This is an optimization exercise on Yosys and OpenROAD, whose aim is small area, a short achievable clock period and few clock cycles, not a production implementation.
For this run, only the layout was checked, not whether the RTL still works.
Power figures rest on the tool's default switching activity, not on a simulated workload.

File: flow/config.mk
export PLATFORM = sky130hd
export DESIGN_NAME = ex_stage
export DESIGN_NICKNAME = ex_stage
export VERILOG_FILES = /design/flow/design.v
export SDC_FILE = /design/flow/constraint.sdc
export NUM_CORES = 4
export LEC_CHECK = 0
export CAP_MARGIN = 20
export CORE_MARGIN = 2
export CORE_UTILIZATION = 40
export SLEW_MARGIN = 20
File: flow/constraint.sdc
create_clock -name core_clock -period 95.0 [get_ports {clk}]
set_input_delay 19.0000 -clock core_clock [delete_from_list [all_inputs] [get_ports {clk}]]
set_output_delay 19.0000 -clock core_clock [all_outputs]
set_load 0.01 [all_outputs]
File: flow/design.v
package ex_pkg;
  localparam int WIDTH_DEFAULT = 32;
  localparam logic [4:0] OP_SLL   = 5'b00000;
  localparam logic [4:0] OP_SRL   = 5'b00001;
  localparam logic [4:0] OP_SRA   = 5'b00010;
  localparam logic [4:0] OP_ROR   = 5'b00011;
  localparam logic [4:0] OP_SLLV  = 5'b00100;
  localparam logic [4:0] OP_SRLV  = 5'b00101;
  localparam logic [4:0] OP_SRAV  = 5'b00110;
  localparam logic [4:0] OP_RORV  = 5'b00111;
  localparam logic [4:0] OP_MUL   = 5'b10000;
  localparam logic [4:0] OP_DIVU  = 5'b10001;
  localparam logic [4:0] OP_MULHU = 5'b10010;
  localparam logic [4:0] OP_REMU  = 5'b10011;
  localparam logic [4:0] OP_ADD   = 5'b10110;
  localparam logic [4:0] OP_SUB   = 5'b10111;
  localparam logic [4:0] OP_AND   = 5'b11000;
  localparam logic [4:0] OP_OR    = 5'b11001;
  localparam logic [4:0] OP_XOR   = 5'b11010;
  localparam logic [4:0] OP_NOR   = 5'b11011;
  localparam logic [4:0] OP_SLT   = 5'b11111;
  typedef enum logic [0:0] {
    ST_IDLE   = 1'b0,
    ST_MULDIV = 1'b1
  } state_e;
  function automatic logic is_muldiv(input logic [4:0] op);
    is_muldiv = (op[4:2] == 3'b100);
  endfunction
endpackage
module ex_stage_lzc (
  input  logic [31:0] x,
  output logic [5:0]  n       
);
  always_comb begin
    n = 6'd32;
    for (int i = 0; i < 32; i++) begin
      if (x[i]) n = 6'(31 - i);
    end
  end
endmodule
module ex_stage_funnel (
  input  logic [31:0] hi,
  input  logic [31:0] lo,
  input  logic [4:0]  amt,
  output logic [31:0] y
);
  logic [62:0] s0;
  logic [46:0] s1;
  logic [38:0] s2;
  logic [34:0] s3;
  logic [32:0] s4;
  always_comb begin
    s0 = {hi[30:0], lo};
    s1 = amt[4] ? s0[62:16] : s0[46:0];
    s2 = amt[3] ? s1[46:8]  : s1[38:0];
    s3 = amt[2] ? s2[38:4]  : s2[34:0];
    s4 = amt[1] ? s3[34:2]  : s3[32:0];
    y  = amt[0] ? s4[32:1]  : s4[31:0];
  end
endmodule
module ex_stage
#(
  parameter int WIDTH      = ex_pkg::WIDTH_DEFAULT,
  parameter int MULDIV_LAT = 4
) (
  input  logic             clk,
  input  logic             rst,
  input  logic             flush,
  input  logic             in_valid,
  output logic             in_ready,
  input  logic [4:0]       in_op,
  input  logic [4:0]       in_shamt,
  input  logic [4:0]       in_rd,
  input  logic [4:0]       in_rs_a,
  input  logic [4:0]       in_rs_b,
  input  logic [WIDTH-1:0] in_a,
  input  logic [WIDTH-1:0] in_b,
  input  logic             in_wen,
  output logic             out_valid,
  input  logic             out_ready,
  output logic [WIDTH-1:0] out_result,
  output logic [4:0]       out_rd,
  output logic             out_wen,
  output logic             out_zf,
  output logic             out_of,
  output logic             out_illegal
);
  localparam int M  = 4;           
  localparam int NM = 32 / M;      
  logic        iready_q;
  logic        xvalid_q;
  logic [31:0] xa_q, xb_q;
  logic [4:0]  xop_q, xsh_q, xrd_q;
  logic        xwen_q, fa_q, fb_q, ploc_q;
  logic        ovalid_q;
  logic [31:0] ores_q;
  logic [4:0]  ord_q;
  logic        owen_q, ozf_q, oof_q, oill_q;
  logic        rvalid_q;
  logic [31:0] r2_q;
  logic [4:0]  rrd_q;
  logic        rwen_q, rof_q, rill_q;
  logic        mdrun_q;
  logic [4:0]  cnt_q;
  logic [4:0]  mamt_q;
  logic x_md, x_div, x_mul, x_shift, x_addsub, x_logic, x_slt, x_ill;
  always_comb begin
    x_md     = (xop_q[4:2] == 3'b100);
    x_div    = x_md & xop_q[0];
    x_mul    = x_md & ~xop_q[0];
    x_shift  = (xop_q[4:3] == 2'b00);
    x_addsub = (xop_q[4:1] == 4'b1011);
    x_logic  = (xop_q[4:2] == 3'b110);
    x_slt    = (xop_q == 5'b11111);
    x_ill    = ~(x_shift | x_md | x_addsub | x_logic | x_slt);
  end
  logic [31:0] prev_v, a_r, b_r;
  always_comb begin
    prev_v = ploc_q ? r2_q : ores_q;
    a_r    = fa_q ? prev_v : xa_q;
    b_r    = fb_q ? prev_v : xb_q;
  end
  logic ofree, room, md_start, md_active, md_fin, xfire;
  always_comb begin
    ofree     = ~ovalid_q | out_ready;
    room      = ~rvalid_q | ofree;
    md_start  = xvalid_q & x_md & ~mdrun_q & ~rvalid_q;
    md_active = md_start | mdrun_q;
  end
  logic [5:0] clza, clzb;
  ex_stage_lzc u_lza (.x(a_r), .n(clza));
  ex_stage_lzc u_lzb (.x(b_r), .n(clzb));
  logic       bzero, dpos;
  logic [6:0] sdiff;
  logic [4:0] dshift;
  logic [5:0] blen;
  logic [3:0] mdig;             
  logic [4:0] mamt_c;
  always_comb begin
    bzero  = clzb[5];
    sdiff  = {1'b0, clzb} - {1'b0, clza};
    dpos   = ~sdiff[6] & (sdiff[5:0] != 6'd0);
    dshift = dpos ? sdiff[4:0] : 5'd0;
    blen   = 6'd32 - clzb;
    mdig   = 4'((blen + 6'(M - 1)) / M);
    if (mdig == 4'd0) mdig = 4'd1;
    mamt_c = 5'(32 - M * int'(mdig));
  end
  logic [31:0] f_hi, f_lo, f_y;
  logic [4:0]  f_amt, sh_s;
  ex_stage_funnel u_fun (.hi(f_hi), .lo(f_lo), .amt(f_amt), .y(f_y));
  logic [31+M:0] mpp, msum;
  logic [31:0]   mhi, mhi_n, mlo_n;
  always_comb begin
    mhi   = md_start ? 32'd0 : r2_q;
    mpp   = a_r * b_r[M-1:0];
    msum  = mpp + {{M{1'b0}}, mhi};
    mhi_n = msum[31+M:M];
    mlo_n = {msum[M-1:0], b_r[31:M]};
  end
  logic [31:0] add_b, add_bx, sum;
  logic        sub, cout, ovf, slt;
  always_comb begin
    sub    = x_div | xop_q[0];
    add_b  = x_div ? (md_start ? f_y : xb_q) : b_r;
    add_bx = add_b ^ {32{sub}};
    {cout, sum} = {1'b0, a_r} + {1'b0, add_bx} + {32'd0, sub};
    ovf    = (a_r[31] == add_bx[31]) & (sum[31] != a_r[31]);
    slt    = (a_r[31] != b_r[31]) ? a_r[31] : sum[31];
  end
  logic [31:0] dd, dr_n, dq_n;
  always_comb begin
    dd   = md_start ? f_y : xb_q;
    dr_n = cout ? sum : a_r;
    dq_n = {(md_start ? 31'd0 : r2_q[30:0]), cout};
  end
  always_comb begin
    sh_s = xop_q[2] ? a_r[4:0] : xsh_q;
    if (x_mul) begin
      f_hi  = xop_q[1] ? 32'd0 : mhi_n;
      f_lo  = xop_q[1] ? mhi_n : mlo_n;
      f_amt = md_start ? mamt_c : mamt_q;
    end else if (x_div | (xop_q[1:0] == 2'b00)) begin
      f_hi  = {1'b0, b_r[31:1]};
      f_lo  = {b_r[0], 31'd0};
      f_amt = ~(x_div ? dshift : sh_s);
    end else begin
      f_amt = sh_s;
      f_lo  = b_r;
      case (xop_q[1:0])
        2'b01:   f_hi = 32'd0;
        2'b10:   f_hi = {32{b_r[31]}};
        default: f_hi = b_r;
      endcase
    end
  end
  logic [31:0] xres;
  logic        xres_of;
  always_comb begin
    xres    = 32'd0;
    xres_of = 1'b0;
    if (x_shift | x_mul) xres = f_y;
    else if (x_div) begin
      if (xop_q[1]) xres = dr_n;
      else          xres = bzero ? 32'hFFFF_FFFF : dq_n;
    end else if (x_addsub) begin
      xres    = sum;
      xres_of = ovf;
    end else if (x_logic) begin
      case (xop_q[1:0])
        2'b00:   xres = a_r & b_r;
        2'b01:   xres = a_r | b_r;
        2'b10:   xres = a_r ^ b_r;
        default: xres = ~(a_r | b_r);
      endcase
    end else if (x_slt) xres = {31'd0, slt};
  end
  always_comb begin
    if (md_start) md_fin = x_div ? (bzero | ~dpos) : (mdig == 4'd1);
    else          md_fin = (cnt_q == 5'd1);
    xfire = xvalid_q & (x_md ? (md_active & md_fin) : room);
  end
  logic x_byp, r_byp, o_byp;
  logic ma_x, ma_r, ma_o, mb_x, mb_r, mb_o;
  logic [31:0] cap_a, cap_b;
  always_comb begin
    x_byp = xvalid_q & xwen_q & ~x_ill & (xrd_q != 5'd0);
    r_byp = rvalid_q & rwen_q & (rrd_q != 5'd0);
    o_byp = ovalid_q & owen_q & (ord_q != 5'd0);
    ma_x  = x_byp & (in_rs_a == xrd_q);
    ma_r  = r_byp & (in_rs_a == rrd_q);
    ma_o  = o_byp & (in_rs_a == ord_q);
    mb_x  = x_byp & (in_rs_b == xrd_q);
    mb_r  = r_byp & (in_rs_b == rrd_q);
    mb_o  = o_byp & (in_rs_b == ord_q);
    cap_a = ma_r ? r2_q : (ma_o ? ores_q : in_a);
    cap_b = mb_r ? r2_q : (mb_o ? ores_q : in_b);
  end
  logic        acc, x_to_r2, o_take;
  logic        xvalid_n, xmd_n, mdrun_n, rvalid_n, ovalid_n;
  logic [4:0]  cnt_n;
  logic [31:0] o_val;
  always_comb begin
    acc     = iready_q & in_valid;
    o_take  = ofree;
    x_to_r2 = xfire & (rvalid_q ? ofree : ~ofree);
    if (acc)        xvalid_n = 1'b1;
    else if (xfire) xvalid_n = 1'b0;
    else            xvalid_n = xvalid_q;
    xmd_n = acc ? (in_op[4:2] == 3'b100) : x_md;
    if (md_active & ~md_fin) mdrun_n = 1'b1;
    else if (md_fin)         mdrun_n = 1'b0;
    else                     mdrun_n = mdrun_q;
    if (md_start) cnt_n = x_div ? dshift : 5'(mdig - 4'd1);
    else if (mdrun_q) cnt_n = cnt_q - 5'd1;
    else cnt_n = cnt_q;
    if (rvalid_q) rvalid_n = ofree ? xfire : 1'b1;
    else          rvalid_n = ~ofree & xfire;
    if (ofree)    ovalid_n = rvalid_q | xfire;
    else          ovalid_n = 1'b1;
    o_val = rvalid_q ? r2_q : xres;
    if (flush | rst) begin
      xvalid_n = 1'b0;
      mdrun_n  = 1'b0;
      rvalid_n = 1'b0;
      ovalid_n = 1'b0;
    end
  end
  always_ff @(posedge clk) begin
    xvalid_q <= xvalid_n;
    mdrun_q  <= mdrun_n;
    rvalid_q <= rvalid_n;
    ovalid_q <= ovalid_n;
    cnt_q    <= cnt_n;
    if (flush | rst)
      iready_q <= 1'b1;
    else
      iready_q <= ~xvalid_n |
                  (xmd_n ? (mdrun_n & (cnt_n == 5'd1)) : (~rvalid_n | ~ovalid_n));
    if (md_start) mamt_q <= mamt_c;
    if (iready_q) begin
      xa_q   <= cap_a;
      xb_q   <= cap_b;
      xop_q  <= in_op;
      xsh_q  <= in_shamt;
      xrd_q  <= in_rd;
      xwen_q <= in_wen;
      fa_q   <= ma_x;
      fb_q   <= mb_x;
      ploc_q <= x_to_r2;
    end else begin
      if (md_active) begin
        xa_q <= x_div ? dr_n : a_r;
        xb_q <= x_div ? {1'b0, dd[31:1]} : mlo_n;
        fa_q <= 1'b0;
        fb_q <= 1'b0;
      end
      if (rvalid_q & ofree) ploc_q <= 1'b0;
    end
    if (~rvalid_q | ofree) begin
      if (md_active & ~md_fin) begin
        r2_q <= x_div ? dq_n : mhi_n;
      end else begin
        r2_q   <= xres;
        rrd_q  <= xrd_q;
        rwen_q <= xwen_q & ~x_ill;
        rof_q  <= xres_of;
        rill_q <= x_ill;
      end
    end
    if (o_take) begin
      ores_q <= o_val;
      ozf_q  <= (o_val == 32'd0);
      if (rvalid_q) begin
        ord_q  <= rrd_q;
        owen_q <= rwen_q;
        oof_q  <= rof_q;
        oill_q <= rill_q;
      end else begin
        ord_q  <= xrd_q;
        owen_q <= xwen_q & ~x_ill;
        oof_q  <= xres_of;
        oill_q <= x_ill;
      end
    end
  end
  assign in_ready    = iready_q;
  assign out_valid   = ovalid_q;
  assign out_result  = ores_q;
  assign out_rd      = ord_q;
  assign out_wen     = owen_q;
  assign out_zf      = ozf_q;
  assign out_of      = oof_q;
  assign out_illegal = oill_q;
endmodule
File: flow/run.sh
#!/bin/bash
# synth_recipe.tcl (not shown) runs the flow's synth.tcl, then flattens the netlist and writes it again
# the make line also repeats each setting of config.mk as NAME=value (left out here)
make -C /OpenROAD-flow-scripts/flow DESIGN_CONFIG=/design/flow/config.mk WORK_HOME=/design/flow/orfs CLKGATE_MAP_FILE= SYNTH_SCRIPT=/design/flow/synth_recipe.tcl finish
==> impl_metrics.toml <==
[timing]
setup_viol = 0
maxSlewViolCount = 0
finalCritPeriodShare = 0.228
min_period_ns = 21.63
setup_ws_ns = 73.37
hold_ws_ns = 0.460
worstMarginPinSlew_ns = 1.21
setup_tns_ns = 0
finClkSkew_ns = 0.0236
fmax_mhz = 46.2
rsz0062_at_grt = "no"
hold_viol = 0
slew_headroom = 0.190

[final_layout]
most-common-layout-cells = "nor2_1 (478), nand2_1 (425), a21oi_1 (339)"
layout-drive-gt1-share = 0.0708
stdcell_count = 4910
multi_input_area_sq_um = 22400
regArea_sq_um = 5230
layout_commonest_cell = "nor2_1"
syn2layout_area_growth_pct = 9.46
fill_cells = 7542
final_nets = 4275
postLayoutCellArea_sq_um = 32400

[worst_setup_path]
r2r_end = "ozf_q"
slowest_delay_ns = 0.55
arrival_ns = 22.03
crit_chain = "clkdlybuf4s50_1 > nand2b_2 > buf_4 > inv_1 > ha_1 > inv_1 > buf_4 > nand2_1 > o31ai_1 > nand2_1 > maj3_1 > nor3_1 > nand2b_1 > nand3_1"
required_ns = 95.40
startpoint = "out_ready"
rrSetupSlack_ns = 78.62
startpoint_type = "input port"
path_class = "input port to register"
cp_slowest_cell = "buf_4"
cp-end-kind = "register"
critPathTopFamily = "buffers and inverters"
path_max_fanout = 45
path_buf_inv = 5
r2r_cells = 54
rr_startpoint = "ploc_q"

[cts]
cts_max_level = 4
post_cts_buffers = 0
clk_path_buf_depth = 2
cts_buffers = 17
path_clk_slew_ns = 0.09
cts_resized = 0
clock_latency_ns = 0.52
cts_tree = "yes"
cts_root_buf = "clkbuf_16"
clkSinkCount = 179
ctsHoldBuffers = 0

[logic_synthesis]
synth_flop_cell = "edfxtp_1"
yosysUniqueCellTypes = 112
synth-edff-count = 164
netlist.area_leader.share = 0.166
synth-async-reset-ratio = 0
ys_warn_count = 3
synth_nets = 4321
syn-mean-instance-area_sq_um = 7.45
synth_top_area_cell = "edfxtp_1"
syn_area_sq_um = 29600
syn-instance-count = 3976
synth_area_leaders = "edfxtp_1 (17%), ha_1 (6.6%), fa_1 (6.3%)"
synth_seq_cells = 179
ys_seq_area_frac = 0.176

[grt]
grt_pass1_vias = 31000
grt_start_max_net_pins = 71
grt_pass1_wl_um = 231000
gr-total-overflow = 0
grt_use_total = 0.417
antenna_found_initial = 11

[floorplanning]
start_util = 0.405
design.die.area_sq_um = 76300
fp.dieW_um = 276
core-area_sq_um = 73200
rows = 99
die_h_um = 276
io_pins = 138

[placement]
pre_cts_ws_ns = 72.85
io_buffers = 137
dp_cells = 4869
placed_area_sq_um = 31800
dp_hpwl_um = 127000
gp_congestion = 1.07

[drt]
wire_per_inst_um = 33.6
wl_um = 165000
drtPass1Iterations = 9
postRouteAntennaNets = 0
drt_iter0_markers = 6753
vias = 34600
drc = 0
viasPerCell = 7.04

[power]
p_leak_nw = 13.6
power_density_nw_per_um2 = 22.1
peakVddDrop_mv = 0.0172

[worst_hold_path]
hold_end = "mamt_q[1]"
min_from = "mamt_q[1]"
min_path_type = "register to register"
min_path_cells = 1

[run]
cap_violations = 0

[status]
status = "finished clean"
## logic make-up (layout without fill, tap and decap cells)
kind of cell               after synthesis  in the layout  share of synthesized area
muxes                                  211            211                     0.0740
DFF                                    179            179                      0.176
adders and majority gates              251            251                      0.129
xor gates and xnor gates                90             90                     0.0266
and+or+nand+nor                       1297           1297                      0.200
other                                    0              8                          0
buffers and inverters                  531            498                     0.0724
AOI/OAI and AO/OA                     1417           1417                      0.321
## layer usage
| metal | global-route usage | up-vias | part of all wire |
|---|---|---|---|
| met5 | 0 | - | 0.000097 |
| met4 | 0.232 | 2 | 0.066 |
| met3 | 0.150 | 487 | 0.15 |
| met2 | 0.572 | 2984 | 0.39 |
| met1 | 0.563 | 16500 | 0.39 |
| li1 | - | 14600 | - |
## worst register-to-register path, delay by kind of cell (launching register included)
kind / cells / cell delay (ns)
AO/OA/AOI/OAI: 30 / 8.74
adder cells (fa/ha/maj): 3 / 1.16
buffers and inverters: 5 / 1.76
AND/OR/NAND/NOR: 13 / 2.77
flip-flops: 1 / 0.33
multiplexers: 3 / 1.44
## where the power goes
group          switching, mW  total [mW]  internal, mW
Sequential            0.0206       0.120        0.0993
Combinational          0.361       0.515         0.154
Clock                 0.0381      0.0811        0.0430
Total                  0.420       0.716         0.296
## registers in the layout, summed over array words and instances (netlist names), 5 cells and up
signal,flops
cnt_q,5
xb_q,32
ord_q,5
rrd_q,5
ores_q,32
xa_q,32
xrd_q,5
xsh_q,5
xop_q,5
mamt_q,5
r2_q,32
## synth_stat cells (100+ instances only)
master	count
a211oi_1	118
a21o_1	104
a21oi_1	340
clkbuf_1	202
edfxtp_1	164
ha_1	157
inv_1	214
mux2i_1	168
nand2_1	427
nor2_1	481
o211ai_1	100
o21ai_0	273
## through the flow
step / utilization / power [mW]
floorplan: - / 0.403
global placement: 0.434 / 0.596
detailed placement: 0.434 / 0.595
CTS: 0.443 / 0.678
global route: 0.443 / 0.736
finish: 0.443 / 0.716
## layout make-up
| cell class | instances | area share |
|---|---|---|
| clock inverter | 8 | 0.00347 |
| clock buffer | 24 | 0.0155 |
| timing repair buffer | 234 | 0.0646 |
| tap | 959 | 0.0370 |
| sequential | 179 | 0.161 |
| antenna | 8 | 0.000617 |
| multi-input combinational | 3266 | 0.691 |
| inverter | 232 | 0.0268 |
## how the worst max path moves through the flow
stage,slack (ns),depth (start not counted),endpoint
2_1_floorplan,72.77,11,iready_q
3_3_place_gp,72.84,14,iready_q
3_5_place_dp,72.85,14,iready_q
4_1_cts,73.40,14,iready_q
5_1_grt,73.12,14,iready_q
6_report,73.37,14,iready_q

==> afterwards: timing with drivers on the ports <==
In the flow no input, the clock included, has a driving cell. The finished layout below was timed again as built, in two steps.
Step 1: set_driving_cell puts a clkbuf_16 on clk and a buf_2 on each other input, an assumption about the parent block.
Step 2, shift: input delay + t, output delay - t, t = (earliest + latest rising clock arrival at the registers) / 2. This alone moves slack from input paths to output paths.
Slacks: ideal / step 1 / step 2; pairs: ideal / step 1.
t (ns): 0.568
setup WS [ns]: 73.367 / 73.407 / 72.839
hold WS [ns]: 0.460 / 0.460 / 0.460
worst setup path at the end: input to register
worst slew at a driven data input, ns: 0.17
After both steps this run still meets setup and hold. For this run, drivers alone change the setup slack by +0.040 ns; drivers and shift together by -0.528 ns.
